From an optimization exercise on the open Yosys and OpenROAD flow, aimed at small area, a short achievable clock period and few clock cycles per item; shortcuts taken in it are not production practice.
Function was checked by simulation only, so behaviour that the tests miss may differ from the original.
Power figures rest on the tool's default switching activity, not on a simulated workload.

<file path="flow/design.v">
`default_nettype none
package pts_pkg;
    localparam int REQ_W     = 3;
    localparam int PRI_W     = 8;
    localparam int ID_W      = 4;
    localparam int WORD_W    = 32;
    localparam int STEP_W    = 16;
    localparam int CFG_W     = 16;
    localparam int CFG_IDX_W = 1;
    localparam logic [CFG_IDX_W-1:0] CFG_TICK_STEP = 1'b0;
    localparam logic [CFG_IDX_W-1:0] CFG_IDLE_SLOT = 1'b1;
    localparam logic [STEP_W-1:0] TICK_STEP_RESET = 16'd1;
    localparam logic [ID_W-1:0]   IDLE_SLOT_RESET = 4'd0;
    typedef enum logic [REQ_W-1:0] {
        REQ_CREATE = 3'd0,
        REQ_DELETE = 3'd1,
        REQ_SLEEP  = 3'd2,
        REQ_TICK   = 3'd3,
        REQ_SWITCH = 3'd4,
        REQ_START  = 3'd5
    } req_t;
    typedef enum logic [1:0] {
        ST_IDLE,
        ST_EXEC,
        ST_WALK,
        ST_FINISH
    } state_t;
    typedef struct packed {
        logic capture;
        logic exec;
        logic walk;
        logic finish;
    } ctrl_cmd_t;
    typedef struct packed {
        logic is_walk;
        logic walk_done;
    } dp_status_t;
endpackage
`default_nettype wire
`default_nettype none
module pts_controller (
    input  wire logic               clk,
    input  wire logic               rst_n,
    input  wire logic               start,
    input  wire pts_pkg::dp_status_t stat,
    output pts_pkg::ctrl_cmd_t      cmd,
    output logic                    busy
);
    pts_pkg::state_t state_reg;
    pts_pkg::state_t state_next;
    always_ff @(posedge clk or negedge rst_n)
    begin
        if (!rst_n)
        begin
            state_reg <= pts_pkg::ST_IDLE;
        end
        else
        begin
            state_reg <= state_next;
        end
    end
    always_comb
    begin
        state_next = state_reg;
        unique case (state_reg)
            pts_pkg::ST_IDLE:
            begin
                if (start)
                begin
                    state_next = pts_pkg::ST_EXEC;
                end
            end
            pts_pkg::ST_EXEC:
            begin
                state_next = stat.is_walk ? pts_pkg::ST_WALK : pts_pkg::ST_IDLE;
            end
            pts_pkg::ST_WALK:
            begin
                if (stat.walk_done)
                begin
                    state_next = pts_pkg::ST_FINISH;
                end
            end
            pts_pkg::ST_FINISH:
            begin
                state_next = pts_pkg::ST_IDLE;
            end
            default:
            begin
                state_next = pts_pkg::ST_IDLE;
            end
        endcase
    end
    always_comb
    begin
        cmd  = '0;
        busy = 1'b1;
        unique case (state_reg)
            pts_pkg::ST_IDLE:
            begin
                busy        = 1'b0;
                cmd.capture = start;
            end
            pts_pkg::ST_EXEC:
            begin
                cmd.exec = 1'b1;
            end
            pts_pkg::ST_WALK:
            begin
                cmd.walk = 1'b1;
            end
            pts_pkg::ST_FINISH:
            begin
                cmd.finish = 1'b1;
            end
            default:
            begin
                busy = 1'b1;
            end
        endcase
    end
endmodule
`default_nettype wire
`default_nettype none
module pts_datapath #(
    parameter int TASKS = 16
) (
    input  wire logic                              clk,
    input  wire logic                              rst_n,
    input  wire logic [pts_pkg::REQ_W-1:0]         req_type,
    input  wire logic [pts_pkg::PRI_W-1:0]         priority_req,
    input  wire logic [pts_pkg::ID_W-1:0]          target_task,
    input  wire logic [pts_pkg::WORD_W-1:0]        sleep_ticks,
    input  wire logic [pts_pkg::WORD_W-1:0]        stack_top_in,
    input  wire logic                              cfg_we,
    input  wire logic [pts_pkg::CFG_IDX_W-1:0]     cfg_idx,
    input  wire logic [pts_pkg::CFG_W-1:0]         cfg_wdata,
    input  wire pts_pkg::ctrl_cmd_t                cmd,
    output pts_pkg::dp_status_t                    stat,
    output logic                                   done,
    output logic                                   status,
    output logic [pts_pkg::ID_W-1:0]               task_id,
    output logic [pts_pkg::WORD_W-1:0]             stack_top_out,
    output logic                                   running
);
    localparam int SW         = (TASKS > 1) ? $clog2(TASKS) : 1;
    localparam int TW         = $clog2(TASKS + 1);
    localparam int MW         = (TW > pts_pkg::ID_W) ? TW : pts_pkg::ID_W;
    localparam int WRAP_STEPS = (1 << pts_pkg::ID_W) / TASKS;
    localparam int IDW        = pts_pkg::ID_W;
    localparam int WW         = pts_pkg::WORD_W;
    function automatic logic [SW-1:0] idle_wrap(input logic [pts_pkg::ID_W-1:0] v);
        logic [MW-1:0] acc;
        acc = MW'(v);
        for (int k = 0; k < WRAP_STEPS; k++)
        begin
            if (acc >= MW'(TASKS))
            begin
                acc = acc - MW'(TASKS);
            end
        end
        idle_wrap = acc[SW-1:0];
    endfunction
    function automatic logic [pts_pkg::ID_W-1:0] to_id(input logic [SW-1:0] s);
        logic [pts_pkg::ID_W+SW-1:0] w;
        w = {{IDW{1'b0}}, s};
        to_id = w[pts_pkg::ID_W-1:0];
    endfunction
    function automatic logic [SW-1:0] to_slot(input logic [pts_pkg::ID_W-1:0] t);
        logic [pts_pkg::ID_W+SW-1:0] w;
        w = {{SW{1'b0}}, t};
        to_slot = w[SW-1:0];
    endfunction
    logic [pts_pkg::REQ_W-1:0]  req_reg;
    logic [pts_pkg::PRI_W-1:0]  pri_reg;
    logic [pts_pkg::ID_W-1:0]   target_reg;
    logic [pts_pkg::WORD_W-1:0] ticks_reg;
    logic [pts_pkg::WORD_W-1:0] stack_in_reg;
    logic [pts_pkg::STEP_W-1:0] tick_step_reg;
    logic [pts_pkg::ID_W-1:0]   idle_slot_reg;
    logic [TASKS-1:0] alive_reg, alive_next;
    logic [TASKS-1:0] delayed_reg, delayed_next;
    logic [TW-1:0]    total_reg, total_next;
    logic [SW-1:0]    cur_reg, cur_next;
    logic             started_reg, started_next;
    logic [TW-1:0]           cnt_reg, cnt_next;
    logic [SW-1:0]           slot_reg, slot_next;
    logic                    pend_valid_reg, pend_valid_next;
    logic [SW-1:0]           pend_slot_reg, pend_slot_next;
    logic [SW-1:0]           best_reg, best_next;
    logic [pts_pkg::PRI_W-1:0] best_pri_reg, best_pri_next;
    logic                       done_reg, done_next;
    logic                       status_reg, status_next;
    logic [pts_pkg::ID_W-1:0]   id_reg, id_next;
    logic [pts_pkg::WORD_W-1:0] stack_out_reg, stack_out_next;
    logic [pts_pkg::PRI_W-1:0]  pri_mem   [TASKS];
    logic [pts_pkg::WORD_W-1:0] sleep_mem [TASKS];
    logic [pts_pkg::WORD_W-1:0] stack_mem [TASKS];
    logic [pts_pkg::PRI_W-1:0]  pri_rd_reg;
    logic [pts_pkg::WORD_W-1:0] sleep_rd_reg;
    logic [pts_pkg::WORD_W-1:0] stack_rd_reg;
    logic [pts_pkg::REQ_W-1:0] op;
    logic          is_walk;
    logic          full;
    logic          create_ok;
    logic [SW-1:0] total_slot;
    logic [TW-1:0] slot_inc;
    logic [SW-1:0] nslot;
    logic          issue;
    logic          wakes;
    logic                       pri_we;
    logic                       stack_we;
    logic [SW-1:0]              stack_waddr;
    logic                       sleep_we;
    logic [SW-1:0]              sleep_waddr;
    logic [pts_pkg::WORD_W-1:0] sleep_wdata;
    assign op         = req_reg;
    assign is_walk    = (op == pts_pkg::REQ_TICK) || (op == pts_pkg::REQ_SWITCH)
                        || (op == pts_pkg::REQ_START);
    assign full       = total_reg >= TW'(TASKS);
    assign create_ok  = cmd.exec && (op == pts_pkg::REQ_CREATE) && !full;
    assign total_slot = total_reg[SW-1:0];
    assign slot_inc   = TW'(slot_reg) + TW'(1);
    assign nslot      = (slot_inc >= total_reg) ? '0 : slot_inc[SW-1:0];
    assign issue      = cnt_reg < total_reg;
    assign wakes      = sleep_rd_reg <= WW'(tick_step_reg);
    assign stat.is_walk   = is_walk;
    assign stat.walk_done = !issue && !pend_valid_reg;
    always_ff @(posedge clk)
    begin
        if (cmd.capture)
        begin
            req_reg      <= req_type;
            pri_reg      <= priority_req;
            target_reg   <= target_task;
            ticks_reg    <= sleep_ticks;
            stack_in_reg <= stack_top_in;
        end
    end
    always_ff @(posedge clk or negedge rst_n)
    begin
        if (!rst_n)
        begin
            tick_step_reg <= pts_pkg::TICK_STEP_RESET;
            idle_slot_reg <= pts_pkg::IDLE_SLOT_RESET;
        end
        else if (cfg_we)
        begin
            unique case (cfg_idx)
                pts_pkg::CFG_TICK_STEP: tick_step_reg <= cfg_wdata;
                pts_pkg::CFG_IDLE_SLOT: idle_slot_reg <= cfg_wdata[pts_pkg::ID_W-1:0];
                default:                tick_step_reg <= tick_step_reg;
            endcase
        end
    end
    assign pri_we      = create_ok;
    assign stack_we    = create_ok || (cmd.exec && (op == pts_pkg::REQ_SWITCH));
    assign stack_waddr = (op == pts_pkg::REQ_CREATE) ? total_slot : cur_reg;
    assign sleep_we    = (cmd.exec && (op == pts_pkg::REQ_SLEEP))
                         || (cmd.walk && pend_valid_reg && (op == pts_pkg::REQ_TICK)
                             && delayed_reg[pend_slot_reg] && !wakes);
    assign sleep_waddr = (op == pts_pkg::REQ_SLEEP) ? cur_reg : pend_slot_reg;
    assign sleep_wdata = (op == pts_pkg::REQ_SLEEP) ? ticks_reg
                         : sleep_rd_reg - WW'(tick_step_reg);
    always_ff @(posedge clk)
    begin
        if (pri_we)
        begin
            pri_mem[total_slot] <= pri_reg;
        end
        if (stack_we)
        begin
            stack_mem[stack_waddr] <= stack_in_reg;
        end
        if (sleep_we)
        begin
            sleep_mem[sleep_waddr] <= sleep_wdata;
        end
        pri_rd_reg   <= pri_mem[nslot];
        sleep_rd_reg <= sleep_mem[nslot];
        stack_rd_reg <= stack_mem[best_reg];
    end
    always_comb
    begin
        alive_next      = alive_reg;
        delayed_next    = delayed_reg;
        total_next      = total_reg;
        cur_next        = cur_reg;
        started_next    = started_reg;
        cnt_next        = cnt_reg;
        slot_next       = slot_reg;
        pend_valid_next = pend_valid_reg;
        pend_slot_next  = pend_slot_reg;
        best_next       = best_reg;
        best_pri_next   = best_pri_reg;
        done_next       = 1'b0;
        status_next     = status_reg;
        id_next         = id_reg;
        stack_out_next  = stack_out_reg;
        if (cmd.exec)
        begin
            cnt_next        = '0;
            slot_next       = cur_reg;
            pend_valid_next = 1'b0;
            best_next       = idle_wrap(idle_slot_reg);
            best_pri_next   = '0;
            if (!is_walk)
            begin
                done_next      = 1'b1;
                status_next    = 1'b0;
                id_next        = '0;
                stack_out_next = '0;
            end
            unique case (op)
                pts_pkg::REQ_CREATE:
                begin
                    if (full)
                    begin
                        status_next = 1'b1;
                    end
                    else
                    begin
                        alive_next[total_slot]   = 1'b1;
                        delayed_next[total_slot] = 1'b0;
                        total_next               = total_reg + TW'(1);
                        id_next                  = to_id(total_slot);
                    end
                end
                pts_pkg::REQ_DELETE:
                begin
                    if (32'(target_reg) < 32'(TASKS))
                    begin
                        alive_next[to_slot(target_reg)]   = 1'b0;
                        delayed_next[to_slot(target_reg)] = 1'b0;
                    end
                end
                pts_pkg::REQ_SLEEP:
                begin
                    delayed_next[cur_reg] = 1'b1;
                end
                default:
                begin
                    cnt_next = '0;
                end
            endcase
        end
        if (cmd.walk)
        begin
            pend_valid_next = issue;
            if (issue)
            begin
                cnt_next       = cnt_reg + TW'(1);
                slot_next      = nslot;
                pend_slot_next = nslot;
            end
            if (pend_valid_reg)
            begin
                if (op == pts_pkg::REQ_TICK)
                begin
                    if (delayed_reg[pend_slot_reg] && wakes)
                    begin
                        delayed_next[pend_slot_reg] = 1'b0;
                    end
                end
                else if (alive_reg[pend_slot_reg] && !delayed_reg[pend_slot_reg]
                         && (pri_rd_reg > best_pri_reg))
                begin
                    best_next     = pend_slot_reg;
                    best_pri_next = pri_rd_reg;
                end
            end
        end
        if (cmd.finish)
        begin
            done_next   = 1'b1;
            status_next = 1'b0;
            if (op == pts_pkg::REQ_TICK)
            begin
                id_next        = '0;
                stack_out_next = '0;
            end
            else
            begin
                id_next        = to_id(best_reg);
                stack_out_next = stack_rd_reg;
                cur_next       = best_reg;
                if (op == pts_pkg::REQ_START)
                begin
                    started_next = 1'b1;
                end
            end
        end
    end
    always_ff @(posedge clk or negedge rst_n)
    begin
        if (!rst_n)
        begin
            alive_reg      <= '0;
            delayed_reg    <= '0;
            total_reg      <= '0;
            cur_reg        <= SW'(TASKS - 1);
            started_reg    <= 1'b0;
            cnt_reg        <= '0;
            pend_valid_reg <= 1'b0;
            done_reg       <= 1'b0;
        end
        else
        begin
            alive_reg      <= alive_next;
            delayed_reg    <= delayed_next;
            total_reg      <= total_next;
            cur_reg        <= cur_next;
            started_reg    <= started_next;
            cnt_reg        <= cnt_next;
            pend_valid_reg <= pend_valid_next;
            done_reg       <= done_next;
        end
    end
    always_ff @(posedge clk)
    begin
        slot_reg      <= slot_next;
        pend_slot_reg <= pend_slot_next;
        best_reg      <= best_next;
        best_pri_reg  <= best_pri_next;
        status_reg    <= status_next;
        id_reg        <= id_next;
        stack_out_reg <= stack_out_next;
    end
    assign done          = done_reg;
    assign status        = status_reg;
    assign task_id       = id_reg;
    assign stack_top_out = stack_out_reg;
    assign running       = started_reg;
endmodule
`default_nettype wire
`default_nettype none
module priority_task_scheduler #(
    parameter int TASKS = 16
) (
    input  wire logic                          clk,
    input  wire logic                          rst_n,
    input  wire logic                          start,
    output logic                               busy,
    input  wire logic [pts_pkg::REQ_W-1:0]     req_type,
    input  wire logic [pts_pkg::PRI_W-1:0]     priority_req,
    input  wire logic [pts_pkg::ID_W-1:0]      target_task,
    input  wire logic [pts_pkg::WORD_W-1:0]    sleep_ticks,
    input  wire logic [pts_pkg::WORD_W-1:0]    stack_top_in,
    input  wire logic                          cfg_we,
    input  wire logic [pts_pkg::CFG_IDX_W-1:0] cfg_idx,
    input  wire logic [pts_pkg::CFG_W-1:0]     cfg_wdata,
    output logic                               done,
    output logic                               status,
    output logic [pts_pkg::ID_W-1:0]           task_id,
    output logic [pts_pkg::WORD_W-1:0]         stack_top_out,
    output logic                               running
);
    pts_pkg::ctrl_cmd_t  cmd;
    pts_pkg::dp_status_t stat;
    pts_controller u_ctrl (
        .clk   (clk),
        .rst_n (rst_n),
        .start (start),
        .stat  (stat),
        .cmd   (cmd),
        .busy  (busy)
    );
    pts_datapath #(
        .TASKS (TASKS)
    ) u_dp (
        .clk           (clk),
        .rst_n         (rst_n),
        .req_type      (req_type),
        .priority_req  (priority_req),
        .target_task   (target_task),
        .sleep_ticks   (sleep_ticks),
        .stack_top_in  (stack_top_in),
        .cfg_we        (cfg_we),
        .cfg_idx       (cfg_idx),
        .cfg_wdata     (cfg_wdata),
        .cmd           (cmd),
        .stat          (stat),
        .done          (done),
        .status        (status),
        .task_id       (task_id),
        .stack_top_out (stack_top_out),
        .running       (running)
    );
endmodule
`default_nettype wire
</file>
<file path="flow/constraint.sdc">
create_clock -name core_clock -period 7.0 [get_ports {clk}]
set_input_delay 1.4000 -clock core_clock [delete_from_list [all_inputs] [get_ports {clk}]]
set_output_delay 1.4000 -clock core_clock [all_outputs]
set_load 0.01 [all_outputs]
</file>
<file path="flow/run.sh">
#!/bin/bash
# synth_recipe.tcl (not shown) runs the flow's synth.tcl, then flattens the netlist and writes it again
# the make line also repeats each setting of config.mk as NAME=value (left out here)
make -C /OpenROAD-flow-scripts/flow DESIGN_CONFIG=/design/flow/config.mk WORK_HOME=/design/flow/orfs CLKGATE_MAP_FILE= SYNTH_SCRIPT=/design/flow/synth_recipe.tcl finish
</file>
<file path="flow/config.mk">
export PLATFORM = sky130hd
export DESIGN_NAME = priority_task_scheduler
export DESIGN_NICKNAME = priority_task_scheduler
export VERILOG_FILES = /design/flow/design.v
export SDC_FILE = /design/flow/constraint.sdc
export NUM_CORES = 4
export LEC_CHECK = 0
export CAP_MARGIN = 20
export CORE_MARGIN = 2
export CORE_UTILIZATION = 40
export SLEW_MARGIN = 20
</file>
==> reports/results.ini <==
[synth]
yosysMostFrequentCell = edfxtp_1
synth_common_cells = 1271 x edfxtp_1, 268 x nor3_1, 167 x mux2i_1, 167 x mux4_2, 165 x clkbuf_1
yosysTopAreaCell = edfxtp_1
synth_fa_ha_area_frac = 0.01347
postSynthCellCount = 3467
syn_area_um2 = 57220
yosys.area_share.simple = 0.07308
synth-xor-area-share = 0.005336
synth_top_family_by_area = multiplexers
synth_ff_type = edfxtp_1
yosysSeqAreaShare = 0.7293
yosys_warnings = 2
synth_top_cell_area_share = 0.6670
ys_async_sr_fraction = 0.04962
synthMuxAreaShare = 0.09875
synth-seq-cells = 1431
synth_compound_area_frac = 0.06055
synth_nets = 3628
synth_edf_count = 1271
syn_avg_cell_area_um2 = 16.50
yosysUniqueCellTypes = 79
synth.area.top_cells = edfxtp_1 67%, mux4_2 6.6%, dfxtp_1 3.1%

[flow_run]
cap_violations = 0

[clock_network]
htreeDepth = 4
numCtsBuffers = 149
clkLatencyLatePin_ns = 0.79
path_clk_slew_ns = 0.06
cts.sinks = 1431
cts_tree = yes
clock-root-buffer = clkbuf_16
cts_hold_buf = 0
post-cts-setup-buffers = 0
cts_buffer_depth = 3
post_cts_resized = 0

[timing]
rsz0062_at_grt = false
period_needed_ns = 4.981
slew_headroom = 0.2495
setup_violations = 0
hold_viol_final = 0
fin_tns_setup_ns = 0
setup_ws_ns = 2.019
fmax_mhz = 200.8
skew_ns = 0.06616
period_share = 0.7116
tightest_slew_ns = 1.126
slew_viol_final = 0

[pwr]
seqPwrFrac = 0.406
ir_drop_mv = 0.9587
p_sw_frac = 0.3391
switchingPower_w = 0.009946
power.density_nw_per_um2 = 444.2
combPwrFrac = 0.329
power.leakage_nw = 21.83
p_int_w = 0.01938
power_frac_clock = 0.266

[cells_and_area]
fin_nets = 3789
area_delta_synth_final_pct = 15.39
drive_gt1_frac = 0.1493
top_regs = u_dp.sleep_mem x512, u_dp.stack_mem x512, u_dp.pri_mem x128

[floorplan]
dieHeight_um = 382.2
ioPinCount = 140
core_area_um2 = 141800
rows = 138
die-area_um2 = 146100
die_w_um = 382.2
initial_core_util = 0.4036

[critical_path]
crit_path_top_delay_cell = buf_4
critPathArrivalTime_ns = 5.62
crit_fanout = 81
end_kind = flop
cp_cell_sequence = ha_1 -> xnor2_4 -> clkinv_2 -> ha_1 -> a31oi_1 -> o21ai_4 -> buf_4 -> nor2_1 -> nand2_2 -> buf_4 -> o22ai_1 -> a211o_1
slowest_delay_ns = 0.86
r2r-start = u_dp.slot_reg[0]
path_class = reg2reg
crit_start = u_dp.slot_reg[0]
cp.required_ns = 7.64
cp-start-kind = flop

[drt]
final_antenna_net_count = 0
drt_wl_total_um = 141400
via_count = 31616
avgViaCountPerCell = 5.605
wl_per_cell_um = 25.06
dr.pass1.iters = 5
drt_iter0_markers = 2841
drcViolationCount = 0

[global_routing]
grt_max_degree = 215
antenna_found_initial = 2
overflow = 0
grt_use_total = 0.1923
grt_pass1_wl_um = 208500
grt_pass1_vias = 31450

[worst_hold_path]
hold_class = reg2reg
min-delay-start = u_dp.alive_reg[11]

[placement]
io_buffer_count = 139
dp_slack_ns = 2.097
routabilityCongestion = 0.8559
place_hpwl_um = 76340

[status]
status = no timing/DRC/antenna violations

[layout make-up]
cell class	instances	area, µm²
Sequential cell	1431	41750
Clock inverter	72	767.0
Clock buffer	201	4065
Timing Repair Buffer	220	2100
Antenna cell	1	2.502
Multi-Input combinational cell	1765	14750
Inverter	61	230.2
Tap cell	1890	2365
Fill cell	11965	75730
[cell usage in the layout (no fill, tap or decap), types with 74 or more instances in the layout]
| cell type | instances |
|---|---|
| edfxtp_1 | 1271 |
| nor3_1 | 264 |
| mux2i_1 | 167 |
| mux4_2 | 167 |
| clkbuf_16 | 150 |
| clkdlybuf4s50_1 | 138 |
| nand2_1 | 122 |
| o22ai_1 | 122 |
| a211oi_1 | 84 |
| nor3b_1 | 84 |
| dfxtp_1 | 84 |
| a21oi_1 | 82 |
| nor2_1 | 81 |
| o21ai_0 | 76 |
| buf_4 | 74 |
[cell families after synthesis]
logic type	Yosys count
xor+xnor	34
fa+ha+maj	61
flops	1431
simple gates	795
mux	352
buf+inv	271
compound gates	523
[power groups by stage]
stage / clock network, W / logic (W) / registers, W
2_1_floorplan: 0 / 0.00688 / 0.0117
3_3_place_gp: 0 / 0.00950 / 0.0121
3_5_place_dp: 0 / 0.00960 / 0.0121
4_1_cts: 0.00795 / 0.00963 / 0.0119
5_1_grt: 0.00828 / 0.0104 / 0.0120
6_report: 0.00779 / 0.00964 / 0.0119
[per-stage QoR]
step / cells / area, µm² / hold WS (ns) / util / power [W]
floorplan: 3467 / 57220 / 0.4509 / - / 0.01855
global placement: 5363 / 61080 / 0.4610 / 0.4309 / 0.02156
detailed placement: 5363 / 61080 / 0.4703 / 0.4309 / 0.02167
CTS: 5636 / 65910 / 0.4916 / 0.4649 / 0.02948
global route: 5640 / 66020 / 0.5152 / 0.4657 / 0.03072
finish: 5641 / 66030 / 0.4876 / 0.4658 / 0.02933
[final timing paths]
kind | to | slack, ns | depth (start not counted)
hold reg to reg | u_dp.alive_reg[11] | 0.49 | 1
hold / removal | u_dp.alive_reg[11] | 0.49 | 1
max in group asynchronous | u_dp.alive_reg[0] | 5.27 | 2
setup / recovery | u_dp.sleep_rd_reg[5] | 2.02 | 12
setup reg to reg | u_dp.sleep_rd_reg[5] | 2.02 | 12
min in group asynchronous | u_dp.tick_step_reg[1] | 0.54 | 1
[metal layers]
metal  GRT usage  up-vias  share of wire
met3     0.04127      218          0.075
met5           0        -              0
met4     0.05410        0          0.023
li1            -    14041              -
met2      0.2959     1133           0.46
met1      0.2761    16224           0.44
[critical path: cells and delay by family, from the launching register on]
kind	cells	cell delay, ns
adder cells (fa/ha/maj)	2	0.86
AND/OR/NAND/NOR	2	0.46
XOR/XNOR	1	0.20
AO/OA/AOI/OAI	4	0.88
buffers and inverters	3	1.99
flip-flops	1	0.39
Testbench counts, summed over its fixed seeds: cycles 74,121, requests 4,800.

what the ideal ports hide:
Ports are ideal in the flow. The routed layout listed here was re-timed in OpenROAD. Step 1 (the two cells are an assumption about what drives the block):
set clk [get_ports {clk}]
set_driving_cell -lib_cell sky130_fd_sc_hd__clkbuf_16 $clk
set_driving_cell -lib_cell sky130_fd_sc_hd__buf_2 [delete_from_list [all_inputs] $clk]
Step 2 moves the port delays by t, midway between the first and last clock arrival at a register: inputs arrive t later, outputs are due t later. That takes back most of the time a late clock gives input paths. Three values: ideal, step 1, step 2; two values: the first two.
shift t [ns]: 0.838
slack for setup (ns): 2.019 / 2.019 / 2.019
worst setup path at the end: register to register
clock arrival spread, ns: 0.066 / 0.066
After both steps this run still meets setup and hold. The setup slack of this run moves by 0.000 ns with the drivers and by 0.000 ns with both steps.
